This is an optimization exercise on Yosys and OpenROAD, whose aim is a short achievable clock period, few clock cycles and low power, not a production implementation. RTL that was checked went through simulation tests only; none was proved equivalent to the original. Power is estimated from default activity; no workload was simulated.

== the baseline ==
==> flow/design.v (excerpt) <==
module core_top #(
    parameter logic [cpu_pkg::PADDR_W-1:0] CODE_BASE   = '0,
    parameter logic [cpu_pkg::PADDR_W-1:0] DATA_BASE   = 20'h01000,
    parameter logic [cpu_pkg::PADDR_W-1:0] STACK_BASE  = 20'h02000,
    parameter logic [cpu_pkg::WORD_W-1:0]  SP_INIT     = 16'h0100,
    parameter int                          QUEUE_DEPTH = 4
) (
    input  logic                        clk,
    input  logic                        rst,
    output logic [cpu_pkg::PADDR_W-1:0] rom_addr,
    input  logic [cpu_pkg::BYTE_W-1:0]  rom_data,
    output logic                        mem_en,
    output logic                        mem_we,
    output logic [cpu_pkg::PADDR_W-1:0] mem_addr,
    output logic [cpu_pkg::WORD_W-1:0]  mem_wdata,
    input  logic [cpu_pkg::WORD_W-1:0]  mem_rdata,
    output logic                        halted
);
Settings: LEC_CHECK=0, CAP_MARGIN=20, CORE_MARGIN=2, CORE_UTILIZATION=65, CTS_CLUSTER_DIAMETER=80, CTS_CLUSTER_SIZE=20, PLACE_DENSITY=0.75, SETUP_SLACK_MARGIN=5, SLEW_MARGIN=20; clock period 8.0 ns.
run.sh (not shown) runs the stock make flow with config.mk's settings and CLKGATE_MAP_FILE= SYNTH_SCRIPT=/design/flow/synth_recipe.tcl, a recipe that flattens the netlist after the stock synthesis.
The baseline: PASS, flow complete, no timing, DRC or antenna violations
Testbench counts of the baseline, summed over its fixed seeds: cycles 31,400.
Modified inputs, the candidate compared to the baseline
# the baseline
export LEC_CHECK = 0
export CAP_MARGIN = 20
export CORE_MARGIN = 2
export CORE_UTILIZATION = 65
export CTS_CLUSTER_DIAMETER = 80
export CTS_CLUSTER_SIZE = 20
export PLACE_DENSITY = 0.75
export SETUP_SLACK_MARGIN = 5
export SLEW_MARGIN = 20
create_clock -name core_clock -period 8.0 [get_ports {clk}]
# the candidate
export LEC_CHECK = 0
export CAP_MARGIN = 20
export CORE_MARGIN = 2
export CORE_UTILIZATION = 40
export SETUP_SLACK_MARGIN = 5
export SLEW_MARGIN = 20
create_clock -name core_clock -period 8.0 [get_ports {clk}]
==> run notes <==
Looking at actual slew at the worst max-slew pin, the candidate sits 420 ps lower than the baseline does. The candidate: largest net degree at the start of global routing is 20 lower than what the baseline reported. Between the baseline and the candidate, time the worst path needs with I/O delays and setup decreased. Highest attainable clock frequency: the candidate > the baseline. In the candidate, the setup slack came out 59 ps above the value in the baseline.

* * *

core_top, a different RTL version from the one above (not shown whole).
Size: ~85 I/O pins, about 14000 um^2 of cells after synthesis.
clock: 8.0 ns
lec_check: 0
cap_margin: 20
core_margin: 2
core_utilization: 65
cts_cluster_diameter: 100
cts_cluster_size: 25
place_density: 0.75
setup_slack_margin: 5
slew_margin: 20
Then changed:
--- a/flow/config.mk
+++ b/flow/config.mk
@@ -8,8 +8,5 @@
 export CAP_MARGIN = 20
 export CORE_MARGIN = 2
-export CORE_UTILIZATION = 65
-export CTS_CLUSTER_DIAMETER = 100
-export CTS_CLUSTER_SIZE = 25
-export PLACE_DENSITY = 0.75
+export CORE_UTILIZATION = 40
 export SETUP_SLACK_MARGIN = 5
 export SLEW_MARGIN = 20
Outcome: The changed run completed with no timing, DRC or antenna violations. Total power climbs by a quarter to a third. Routed wire length grows by a few percent. Critical path depth stays the same. Clock-buffer cell count climbs by 23. Final area grows by a few percent. Sequential power barely changes. Worst hold slack loses 16 ps. Core utilization came out lower by 28 points. Clock skew shrinks by 21 ps. Cell count went up by roughly a tenth.
No functional check of the RTL was part of any run of this note.

* * *

Setup of lane 1:
core_top, a different RTL version from the one above (not shown whole).
For scale: ~1500 cells after synthesis, ~220 flip-flops, roughly 85 I/O pins, roughly 0.015 mm^2 of cells after synthesis.
clock: 8.0 ns
lec_check: 0
cap_margin: 20
core_margin: 2
core_utilization: 65
place_density: 0.75
setup_slack_margin: 4.7
slew_margin: 20
standard.sh (not shown) runs the stock make flow with config.mk's settings and CLKGATE_MAP_FILE= SYNTH_SCRIPT=/design/flow/synth_recipe.tcl, a recipe that flattens the netlist after the stock synthesis.
==> flow/flow/run.sh <==
#!/bin/bash
# Layout flow: the standard flow (standard.sh), with these changes after
# synthesis, which is run unchanged:
#  - the resizer may swap a cell for one of another footprint
#    (MATCH_CELL_FOOTPRINT=0; the platform sets 1), so repair_timing can
#    upsize gates and buffers;
#  - the port buffers that global placement inserts are buf_4 cells rather
#    than the resizer's default (a delay buffer);
#  - clock tree synthesis clusters up to 24 flip-flops within 90 um per leaf
#    buffer and adds no dummy loads.
# Each step's full output goes to a log file in the work folder; ORFS's own
# per-step logs are under orfs/logs.
set -euo pipefail
bash standard.sh synth > flow_synth.log 2>&1
bash standard.sh MATCH_CELL_FOOTPRINT=0 \
    "BUFFER_PORTS_ARGS=-buffer_cell sky130_fd_sc_hd__buf_4" \
    "CTS_ARGS=-sink_clustering_enable -repair_clock_nets -sink_clustering_size 24 -sink_clustering_max_diameter 90 -dont_use_dummy_load" \
    finish > flow_layout.log 2>&1
Testbench counts of lane 1, summed over its fixed seeds: cycles 31,386.
### lane 1 -> lane 2
Settings: a change of CORE_UTILIZATION from 65 to 75; a change of SETUP_SLACK_MARGIN from 4.7 to 5; a change of PLACE_DENSITY from 0.75 to 0.85.
==> comparison <==
Run comparison: lane 2 timing startpoint of the critical path x_use[2]; lane 1 timing startpoint of the critical path x_sp[2]. Lane 2 and lane 1 ended up with nearly the same clock network contribution to total cell area. Lane 2 vs lane 1 — switching power climbed by a few percent. In the tables for lane 2 and lane 1, area of combinational cells with multiple inputs reads lower with lane 1. Power: lane 2 draws more than lane 1. The combinational share of power of lane 2 is higher than that of lane 1. Looking at critical path depth, lane 2 sits above lane 1. Taking lane 1 as the reference point, the share of the clock period used by the worst path of lane 2 rises by 0.62 points. The worst-case vdd ir drop of lane 2 was superior to that of lane 1.

* * *

## build 41
core_top, a different RTL version from the one above (not shown whole).
For scale: ~85 I/O pins, roughly 15,000 µm² of cells after synthesis.
export LEC_CHECK = 0
export CAP_MARGIN = 20
export CORE_MARGIN = 2
export CORE_UTILIZATION = 65
export CTS_CLUSTER_DIAMETER = 80
export CTS_CLUSTER_SIZE = 20
export PLACE_DENSITY = 0.75
export SETUP_SLACK_MARGIN = 5
export SLEW_MARGIN = 20
create_clock -name core_clock -period 8.0 [get_ports {clk}]
==> flow/flow/run.sh <==
#!/bin/bash
# Layout flow: the standard flow (standard.sh), with two changes after
# synthesis, which is run unchanged:
#  - the resizer may swap a cell for one of another footprint
#    (MATCH_CELL_FOOTPRINT=0; the platform sets 1), so repair_timing can
#    upsize gates and buffers;
#  - the port buffers that global placement inserts are buf_4 cells rather
#    than the resizer's default (a delay buffer).
# Each step's full output goes to a log file in the work folder; ORFS's own
# per-step logs are under orfs/logs.
set -euo pipefail
bash standard.sh synth > flow_synth.log 2>&1
bash standard.sh MATCH_CELL_FOOTPRINT=0 \
    "BUFFER_PORTS_ARGS=-buffer_cell sky130_fd_sc_hd__buf_4" \
    finish > flow_layout.log 2>&1
What build 24 does differently from build 41 at the input level:
==> flow/run.sh (new file) <==
#!/bin/bash
# synth_recipe.tcl (not shown) runs the flow's synth.tcl, then flattens the netlist and writes it again
# the make line also repeats each setting of config.mk as NAME=value (left out here)
make -C /OpenROAD-flow-scripts/flow DESIGN_CONFIG=/design/flow/config.mk WORK_HOME=/design/flow/orfs CLKGATE_MAP_FILE= SYNTH_SCRIPT=/design/flow/synth_recipe.tcl finish
removed: flow/flow/run.sh
removed: flow/standard.sh
Results
Build 41 ran to completion and came out clean on the timing, design-rule and antenna checks.
The final layout from build 24, which completed every stage, passed the timing, design-rule and antenna checks at the end of the flow.
Relative to build 41, build 24 improves overall routed net length.
Compared with build 41, build 24 shows a layout overhead on the synthesized area that is 0.44 points lower.
Cells: build 24 has fewer instances than build 41
Here is what was changed in the inputs of build 71 compared with build 24.
- removing CTS_CLUSTER_SIZE (formerly 20)
- removing CTS_CLUSTER_DIAMETER (formerly 80)
==> flow/flow/run.sh (new file) <==
#!/bin/bash
# Layout flow: the standard flow (standard.sh), with these changes after
# synthesis, which is run unchanged:
#  - the resizer may swap a cell for one of another footprint
#    (MATCH_CELL_FOOTPRINT=0; the platform sets 1), so repair_timing can
#    upsize gates and buffers;
#  - the port buffers that global placement inserts are buf_4 cells rather
#    than the resizer's default (a delay buffer);
#  - clock tree synthesis clusters up to 24 flip-flops within 90 um per leaf
#    buffer and adds no dummy loads.
# Each step's full output goes to a log file in the work folder; ORFS's own
# per-step logs are under orfs/logs.
set -euo pipefail
bash standard.sh synth > flow_synth.log 2>&1
bash standard.sh MATCH_CELL_FOOTPRINT=0 \
    "BUFFER_PORTS_ARGS=-buffer_cell sky130_fd_sc_hd__buf_4" \
    "CTS_ARGS=-sink_clustering_enable -repair_clock_nets -sink_clustering_size 24 -sink_clustering_max_diameter 90 -dont_use_dummy_load" \
    finish > flow_layout.log 2>&1
==> flow/standard.sh (new file) <==
#!/bin/bash
# synth_recipe.tcl (not shown) runs the flow's synth.tcl, then flattens the netlist and writes it again
# the make line also repeats each setting of config.mk as NAME=value (left out here)
make -C /OpenROAD-flow-scripts/flow DESIGN_CONFIG=/design/flow/config.mk WORK_HOME=/design/flow/orfs CLKGATE_MAP_FILE= SYNTH_SCRIPT=/design/flow/synth_recipe.tcl "${@:-finish}"
removed: flow/run.sh
Compared to build 24, build 71 has worst hold-check slack 0.0044 ns higher. Build 71 ended up with x_use[3] as its worst setup path startpoint; build 24 ended up with x_use[0]. Final design instance area without fill down about 1.2% in build 71 wrt build 24. Multi-input gate count essentially unchanged between build 24 and build 71.
No run of this note included a check of the RTL's function; only the layout flow was run.

* * *

== v6 ==
Another version of the RTL of core_top (not shown whole).
Size: about 15,000 sq um of cells after synthesis.
==> flow/config.mk <==
export PLATFORM = sky130hd
export DESIGN_NAME = core_top
export DESIGN_NICKNAME = core_top
export VERILOG_FILES = /design/flow/design.v
export SDC_FILE = /design/flow/constraint.sdc
export NUM_CORES = 4
export LEC_CHECK = 0
export CAP_MARGIN = 20
export CORE_MARGIN = 2
export CORE_UTILIZATION = 55
export PLACE_DENSITY = 0.65
export SETUP_SLACK_MARGIN = 5
export SLEW_MARGIN = 20
==> flow/constraint.sdc <==
create_clock -name core_clock -period 8.0 [get_ports {clk}]
set_input_delay 1.6000 -clock core_clock [delete_from_list [all_inputs] [get_ports {clk}]]
set_output_delay 1.6000 -clock core_clock [all_outputs]
set_load 0.01 [all_outputs]
==> flow/flow/run.sh <==
#!/bin/bash
# Layout flow: the standard flow (standard.sh), with these changes after
# synthesis, which is run unchanged:
#  - the resizer may swap a cell for one of another footprint
#    (MATCH_CELL_FOOTPRINT=0; the platform sets 1), so repair_timing can
#    upsize gates and buffers;
#  - the port buffers that global placement inserts are buf_4 cells rather
#    than the resizer's default (a delay buffer);
#  - clock tree synthesis clusters up to 24 flip-flops within 90 um per leaf
#    buffer and adds no dummy loads.
# Each step's full output goes to a log file in the work folder; ORFS's own
# per-step logs are under orfs/logs.
set -euo pipefail
bash standard.sh synth > flow_synth.log 2>&1
bash standard.sh MATCH_CELL_FOOTPRINT=0 \
    "BUFFER_PORTS_ARGS=-buffer_cell sky130_fd_sc_hd__buf_4" \
    "CTS_ARGS=-sink_clustering_enable -repair_clock_nets -sink_clustering_size 24 -sink_clustering_max_diameter 90 -dont_use_dummy_load" \
    finish > flow_layout.log 2>&1
v6: full flow OK, the timing, design-rule and antenna checks passed
Testbench counts of v6, summed over its fixed seeds: cycles 31,386.
Changes in v7 relative to v6:
- CORE_UTILIZATION: 55 -> 65
- PLACE_DENSITY: 0.65 -> 0.75
==> run notes <==
- v7: net switching share of the total power is 0.34 points lower than what v6 reported.
- Compared v7 vs v6, and detailed-route vias per instance is up in v7.
- Fraction of the mapped netlist area in compound gates: v6 vs v7 identical
- Going from v6 to v7, die area moved down, final cell area excluding filler cells moved down, fraction of registers with async set or reset after synthesis level.
- Diff v6 -> v7: pin slew with the least headroom to its limit rose by 0.18 ns; number of placement rows fell by 5.
- v7: worst setup slack 0.014 ns below v6
- Delta(proportion of cell area occupied by multi-input gates, v7 - v6) > 0

* * *

## run A
Another version of the RTL of core_top (not shown whole).
Size in the first run: about 1300 cells after synthesis, roughly 85 I/O pins.
make LEC_CHECK=0 ABC_CLOCK_PERIOD_IN_PS=3000 CAP_MARGIN=20 CORE_MARGIN=2 CORE_UTILIZATION=40 SLEW_MARGIN=20 finish   # period 8.0 ns
run.sh (not shown) runs the stock make flow with config.mk's settings and CLKGATE_MAP_FILE= SYNTH_SCRIPT=/design/flow/synth_recipe.tcl, a recipe that flattens the netlist after the stock synthesis.
Stock flow here: none of the scripts above is used.
Testbench counts of run A, summed over its fixed seeds: cycles 32,000.
The following lists how run B was set up differently from run A:
Settings: a deleted ABC_CLOCK_PERIOD_IN_PS that had been 3000.
==> comparison <==
Run B completed end to end with timing, DRC and antenna clean. Diff run A..run B | area added between synthesis and finish | unchanged. Worst ir drop on vdd: run B vs run A, no meaningful difference. As far as layout clock buffer count goes, run B and run A are indistinguishable; the numbers are identical. Changes observed in run B relative to run A: fmax held, length of the first detailed-routing pass in iterations held, sequential cell power held, global-route usage over all layers held. Run B -> run A: power per cell area delta 0, exact match. Run A -> run B: routed length on met1 delta 0, exact match. From run A to run B, number of signal-net inverters in the final layout did not move at all. Final critical-path setup slack: run A vs run B identical.

* * *

## juniper
Another version of the RTL of core_top (not shown whole).
Size: roughly 1500 cells after synthesis, about 220 flip-flops, about 85 I/O pins.
Settings: LEC_CHECK=0, CAP_MARGIN=20, CORE_MARGIN=2, CORE_UTILIZATION=65, PLACE_DENSITY=0.75, SETUP_SLACK_MARGIN=5, SLEW_MARGIN=20; clock period 8.0 ns.
standard.sh (not shown) runs the stock make flow with config.mk's settings and CLKGATE_MAP_FILE= SYNTH_SCRIPT=/design/flow/synth_recipe.tcl, a recipe that flattens the netlist after the stock synthesis.
Scripts as last shown in full above: flow/flow/run.sh
Testbench counts of juniper, summed over its fixed seeds: cycles 31,386.
The following lists how quartz was set up differently from juniper:
==> flow/run.sh (new file) <==
#!/bin/bash
# synth_recipe.tcl (not shown) runs the flow's synth.tcl, then flattens the netlist and writes it again
# the make line also repeats each setting of config.mk as NAME=value (left out here)
make -C /OpenROAD-flow-scripts/flow DESIGN_CONFIG=/design/flow/config.mk WORK_HOME=/design/flow/orfs CLKGATE_MAP_FILE= SYNTH_SCRIPT=/design/flow/synth_recipe.tcl finish
-- flow/config.mk --
<<< juniper, line 9
export CORE_MARGIN = 2
export CORE_UTILIZATION = 65
export PLACE_DENSITY = 0.75
export SETUP_SLACK_MARGIN = 5
>>> quartz, line 9
export CORE_MARGIN = 2
export CORE_UTILIZATION = 65
export CTS_CLUSTER_DIAMETER = 80
export CTS_CLUSTER_SIZE = 20
export PLACE_DENSITY = 0.75
export SETUP_SLACK_MARGIN = 5
removed: flow/flow/run.sh
removed: flow/standard.sh
==> run notes <==
Compared with juniper, quartz shows final weighted congestion in routability-driven placement lower by 0.066.
Of juniper and quartz, quartz shows the higher fraction of power consumed by the clock network, with juniper below it.
Area growth from synthesis to layout (higher): quartz
Comparing juniper and quartz, final critical-path setup slack is lower on quartz.
Diff quartz..juniper | required time of the critical path | negligible
The power spent charging and discharging nets of quartz exceeds that of juniper by 0.035 mW.
[quartz vs juniper] total placed instance area: higher in quartz
Routed wire in quartz totals more than in juniper.
[quartz] final total power rose about 6.6% relative to juniper
The higher logic depth of the worst register-to-register path came out of quartz.

## port drivers added, routing unchanged
The flow's constraints put no driver on any port. The routed layouts listed below were extracted and timed again, unchanged, in two steps.
Step 1: set_driving_cell puts a clkbuf_16 on clk and a buf_2 on each other input, an assumption about the parent block.
Step 2 moves the port delays by t, midway between the first and last clock arrival at a register: inputs arrive t later, outputs are due t later. That takes back most of the time a late clock gives input paths.
Three values: ideal, step 1, step 2; two values: the first two.
run	t (ns)	setup slack, ns	worst slew at a driven data input, ns	cell pins on the clock port's net
the baseline	0.548	4.529 / 4.529 / 4.489	0.05	1
the candidate	0.597	4.589 / 4.589 / 4.474	0.08	1
the first run of note 2	0.541	4.070 / 4.070 / 4.070	0.04	1
the second run of note 2	0.621	3.818 / 3.818 / 3.818	0.04	1
lane 1	0.530	4.622 / 4.622 / 4.405	0.04	1
lane 2	0.534	4.572 / 4.572 / 4.477	0.04	1
build 41	0.556	4.675 / 4.675 / 4.604	0.04	1
build 24	0.552	4.675 / 4.675 / 4.475	0.05	1
build 71	0.530	4.667 / 4.667 / 4.637	0.04	1
v6	0.538	4.732 / 4.732 / 4.524	0.04	1
v7	0.524	4.718 / 4.718 / 4.538	0.04	1
run A	0.583	2.821 / 2.821 / 2.821	0.05	1
run B	0.583	2.821 / 2.821 / 2.821	0.05	1
juniper	0.534	4.588 / 4.588 / 4.526	0.06	1
quartz	0.551	4.525 / 4.525 / 4.497	0.06	1
After both steps setup and hold are still met in every run listed. For lane 1, which loses most, drivers alone change the setup slack by 0.000 ns; drivers and shift together by -0.217 ns.
